Source: an optimization exercise on an open RTL-to-GDS flow (aim: small area). Production flows keep margins and buffers that such runs may drop.
Only simulation tests tie the RTL to the original design; equivalence was not proved.
Power and IR drop assume default switching activity.

==> module pe_rram_bs, before the edit <==
module pe_rram_bs #(
  parameter int ROW   = 36,
  parameter int COL   = 16,
  parameter int XBITS = 4
) (
  input  logic                               i_clk,
  input  logic                               i_rst,
  input  logic [$clog2(ROW)-1:0]             addr_row,
  input  logic [$clog2(COL)-1:0]             addr_col,
  input  logic                               wr_en,
  input  logic                               wr_set,
  input  logic                               wr_rst,
  input  logic                               rd_en,
  output logic                               rd_data,
  output logic                               rd_valid,
  output logic                               cfg_err,
  input  logic [ROW*XBITS-1:0]               xin,
  input  logic                               in_valid,
  output logic                               in_ready,
  output logic [COL*($clog2(ROW+1)+XBITS)-1:0] acc_out,
  output logic                               out_valid,
  input  logic                               out_ready,
  output logic                               busy
);
  localparam int ACC_W = $clog2(ROW + 1) + XBITS;
  localparam int P_W   = (XBITS > 1) ? $clog2(XBITS) : 1;
  localparam int NX    = (XBITS > 1) ? XBITS - 1 : 1;
  localparam bit SH_LO  = (XBITS > 1) && (COL <= ROW);
  localparam bit SH_TOP = SH_LO && (2*COL <= ROW) &&
                          (ROW * ((1 << XBITS) - 2) < (1 << (ACC_W - 1)));
  logic                 r_plane;
  logic                 r_done;
  logic [ROW-1:0]       r_cell [COL];
  logic [ROW-1:0]       r_w;             
  logic [ROW-1:0]       r_x [NX];        
  logic [P_W-1:0]       r_p;
  logic [ACC_W-1:0]     r_acc [COL];     
  logic [ACC_W-1:0]     w_acc [COL];     
  logic [ACC_W-1:0]     w_sum [COL];     
  logic [NX-1:0]        w_live;          
  logic [NX-1:0]        w_enter;         
  logic                 r_rd_data;
  logic                 r_rd_valid;
  logic                 r_cfg_err;
  logic                 w_idle;
  logic                 w_accept;
  logic                 w_last;
  logic [ROW-1:0]       w_first;         
  logic [ROW-1:0]       w_rem;
  logic [ROW-1:0]       w_next;          
  logic [ROW-1:0]       w_dec;           
  logic [ROW-1:0]       w_h;             
  logic [ROW-1:0]       w_rs;            
  logic [COL-1:0]       w_cs;            
  logic                 w_wdata;
  logic [COL-1:0]       w_bit;           
  logic [XBITS-1:0]     w_inj;           
  assign w_idle   = !r_plane && !r_done;
  assign in_ready = w_idle && !wr_en && !rd_en;
  assign w_accept = in_valid && in_ready;
  assign busy     = !w_idle;
  assign out_valid = r_done;
  always_comb begin
    logic seen;
    seen = !r_plane;
    for (int r = 0; r < ROW; r++) begin
      w_first[r] = r_w[r] && !seen;
      seen       = seen || r_w[r];
    end
  end
  assign w_rem  = r_w & ~w_first;
  assign w_last = (w_rem == '0);
  always_comb begin
    for (int r = 0; r < ROW; r++) w_dec[r] = (addr_row == r);
  end
  assign w_h     = w_first | (r_plane ? '0 : w_dec);
  assign w_rs    = (wr_en && w_idle && (wr_set ^ wr_rst)) ? w_dec : '0;
  assign w_wdata = wr_set && !i_rst;
  always_comb begin
    for (int c = 0; c < COL; c++) begin
      w_cs[c]  = i_rst || (addr_col == c);
      w_bit[c] = |(r_cell[c] & w_h);
    end
  end
  always_comb begin
    for (int k = 0; k < XBITS; k++) w_inj[k] = r_plane && (r_p == k);
  end
  always_ff @(posedge i_clk) begin
    for (int c = 0; c < COL; c++)
      for (int r = 0; r < ROW; r++)
        if ((w_rs[r] || i_rst) && w_cs[c]) r_cell[c][r] <= w_wdata;
  end
  function automatic bit f_shared(input int c, input int k);
    f_shared = (SH_LO && k < NX) || (SH_TOP && k == ACC_W - 1);
  endfunction
  always_comb begin
    for (int c = 0; c < COL; c++)
      for (int k = 0; k < ACC_W; k++)
        if (SH_LO && k < NX)               w_acc[c][k] = r_x[k][c];
        else if (SH_TOP && k == ACC_W - 1) w_acc[c][k] = r_x[0][COL + c];
        else                               w_acc[c][k] = r_acc[c][k];
  end
  always_comb begin
    for (int c = 0; c < COL; c++) begin
      logic cy;
      cy = 1'b0;
      for (int k = 0; k < ACC_W; k++) begin
        logic ci;
        ci   = cy;
        if (k < XBITS) ci = ci || (w_bit[c] && w_inj[k]);
        w_sum[c][k] = w_acc[c][k] ^ ci;
        cy          = w_acc[c][k] && ci;
      end
    end
  end
  always_comb begin
    for (int k = 0; k < NX; k++) begin
      w_live[k]  = r_plane && (r_p <= P_W'(k));
      w_enter[k] = r_plane && w_last && (r_p == P_W'(k + 1));
    end
  end
  always_ff @(posedge i_clk) begin
    for (int c = 0; c < COL; c++)
      for (int k = 0; k < ACC_W; k++)
        if (!f_shared(c, k)) r_acc[c][k] <= w_idle ? 1'b0 : w_sum[c][k];
  end
  always_comb begin
    w_next = r_x[0];
    for (int k = 1; k < NX; k++) if (r_p == P_W'(k + 1)) w_next = r_x[k];
  end
  always_ff @(posedge i_clk) begin
    for (int k = 0; k < NX; k++)
      for (int r = 0; r < ROW; r++) begin
        if (w_idle) r_x[k][r] <= xin[r*XBITS + k];
        else if (SH_LO && r < COL) begin
          if (w_live[k])       r_x[k][r] <= w_sum[r][k];
          else if (w_enter[k]) r_x[k][r] <= 1'b0;
        end else if (SH_TOP && k == 0 && r >= COL && r < 2*COL) begin
          if (w_live[0])       r_x[0][r] <= w_sum[r-COL][ACC_W-1];
          else if (w_enter[0]) r_x[0][r] <= 1'b0;
        end
      end
  end
  always_ff @(posedge i_clk) begin
    if (w_idle) begin
      for (int r = 0; r < ROW; r++) r_w[r] <= xin[r*XBITS + XBITS - 1];
    end else begin
      r_w <= w_last ? w_next : w_rem;
    end
  end
  always_ff @(posedge i_clk) begin
    if (i_rst) begin
      r_plane    <= 1'b0;
      r_done     <= 1'b0;
      r_rd_valid <= 1'b0;
      r_cfg_err  <= 1'b0;
    end else begin
      r_rd_valid <= w_idle && rd_en;
      r_cfg_err  <= !w_idle && (wr_en || rd_en);
      if (w_accept) begin
        r_plane <= 1'b1;
      end else if (r_plane && w_last && (r_p == '0)) begin
        r_plane <= 1'b0;
        r_done  <= 1'b1;
      end else if (r_done && out_ready) begin
        r_done  <= 1'b0;
      end
    end
  end
  always_ff @(posedge i_clk) begin
    if (w_idle) r_p <= P_W'(XBITS - 1);
    else if (r_plane && w_last) r_p <= r_p - P_W'(1);
  end
  always_ff @(posedge i_clk) begin
    r_rd_data <= w_bit[addr_col];
  end
  assign rd_data  = r_rd_data;
  assign rd_valid = r_rd_valid;
  assign cfg_err  = r_cfg_err;
  for (genvar c = 0; c < COL; c++) begin : g_acc
    assign acc_out[c*ACC_W +: ACC_W] = w_acc[c];
  end
endmodule
Settings: LEC_CHECK=0, ABC_AREA=1, CAP_MARGIN=20, CORE_MARGIN=2, CORE_UTILIZATION=40, SLEW_MARGIN=20; clock period 10.0 ns.
standard.sh (not shown) runs the stock make flow with config.mk's settings and CLKGATE_MAP_FILE= SYNTH_SCRIPT=/design/flow/synth_recipe.tcl, a recipe that flattens the netlist after the stock synthesis.
==> flow/flow/run.sh <==
#!/bin/bash
# Standard ORFS layout with these changes:
#  - synthesis is the standard flow's own script, except that ABC maps the logic with
#    flow/area.abc (two rounds of choice computation and area-recovering &nf
#    mapping) instead of ORFS's area script. Flops are mapped before ABC runs,
#    so the registers are exactly the standard synthesis's. Yosys's
#    full/half-adder extraction is skipped (ADDER_MAP_FILE empty) so that ABC
#    maps the accumulators' incrementers together with their clear logic;
#  - the port buffers are the smallest buffer cell;
#  - CTS clusters up to 30 sinks per clkbuf_16 and inserts no dummy loads.
# Each tool's output goes to the ORFS logs under orfs/logs; make's own output
# goes to make.log here.
set -euo pipefail
HERE=$(pwd)
{
  head -n 1 synth_recipe.tcl
  echo "trace add variable ::abc_script write {apply {{n1 n2 op} {set ::abc_script $HERE/flow/area.abc}}}"
  tail -n +2 synth_recipe.tcl
} > my_synth.tcl
CTS="-sink_clustering_enable -repair_clock_nets -dont_use_dummy_load"
CTS="$CTS -buf_list sky130_fd_sc_hd__clkbuf_16 -sink_clustering_size 30 -sink_clustering_max_diameter 100"
bash standard.sh finish \
  "SYNTH_SCRIPT=$HERE/my_synth.tcl" \
  "ADDER_MAP_FILE=" \
  "BUFFER_PORTS_ARGS=-buffer_cell sky130_fd_sc_hd__buf_1" \
  "CTS_ARGS=$CTS" > make.log 2>&1
==> flow/flow/area.abc <==
strash
&get -n
&dch -f
&nf -C 32 -R 2000
&put
strash
&get -n
&dch -f
&nf -C 32 -R 2000
&put
topo
Then changed:
--- a/flow/design.v
+++ b/flow/design.v
@@ -26,10 +26,21 @@
   localparam int P_W   = (XBITS > 1) ? $clog2(XBITS) : 1;
   localparam int NX    = (XBITS > 1) ? XBITS - 1 : 1;
   localparam bit SH_LO  = (XBITS > 1) && (COL <= ROW);
   localparam bit SH_TOP = SH_LO && (2*COL <= ROW) &&
                           (ROW * ((1 << XBITS) - 2) < (1 << (ACC_W - 1)));
+  function automatic logic f_sel(input logic [ROW-1:0] v, input logic [ROW-1:0] h);
+    logic [ROW-1:0] t;
+    logic g;
+    t = v & h;
+    f_sel = 1'b0;
+    for (int i = 0; i < ROW; i += 3) begin
+      g = 1'b0;
+      for (int j = i; j < i + 3 && j < ROW; j++) g = g | t[j];
+      f_sel = f_sel | g;
+    end
+  endfunction
   logic                 r_plane;
   logic                 r_done;
   logic [ROW-1:0]       r_cell [COL];
   logic [ROW-1:0]       r_w;             
   logic [ROW-1:0]       r_x [NX];        
@@ -77,11 +88,11 @@
   assign w_rs    = (wr_en && w_idle && (wr_set ^ wr_rst)) ? w_dec : '0;
   assign w_wdata = wr_set && !i_rst;
   always_comb begin
     for (int c = 0; c < COL; c++) begin
       w_cs[c]  = i_rst || (addr_col == c);
-      w_bit[c] = |(r_cell[c] & w_h);
+      w_bit[c] = f_sel(r_cell[c], w_h);
     end
   end
   always_comb begin
     for (int k = 0; k < XBITS; k++) w_inj[k] = r_plane && (r_p == k);
   end
What happened:
- register-to-register slack improved by 0.10 ns
- clock-buffer cell count is unchanged
- routed wire length goes down by about 0.6%
- synthesized area came out lower by about 0.7%
- final area shrinks by about 1%
- global-route usage goes down by 0.21 points
- setup slack improves by 0.10 ns
- clock power hardly moves

what the ideal ports hide:
The results above use ideal ports. As a check the final layouts listed here were re-extracted and re-timed, cells and wires unchanged.
Step 1 sets driving cells, clkbuf_16 on the clock port and buf_2 on the other inputs (assumed; they add their load-dependent delay and slew).
Step 2 adds t to the input delays and takes it off the output delays; t is the mean of the earliest and latest rising clock arrival at the registers after step 1. Input paths then give back, and output paths get back, about the clock's delay inside the block.
Three values: no drivers, after step 1, after step 2; two values: the first two.
| run | shift t [ns] | setup WS [ns] | hold WS [ns] | worst setup path at the end | cell pins on the clock port's net |
|---|---|---|---|---|---|
| the first run | 0.643 | 0.937 / 0.937 / 0.937 | 0.479 / 0.479 / 0.479 | register to register | 1 |
| the second run | 0.651 | 1.036 / 1.036 / 1.036 | 0.483 / 0.483 / 0.483 | register to register | 1 |
After both steps setup and hold are still met in every run listed.
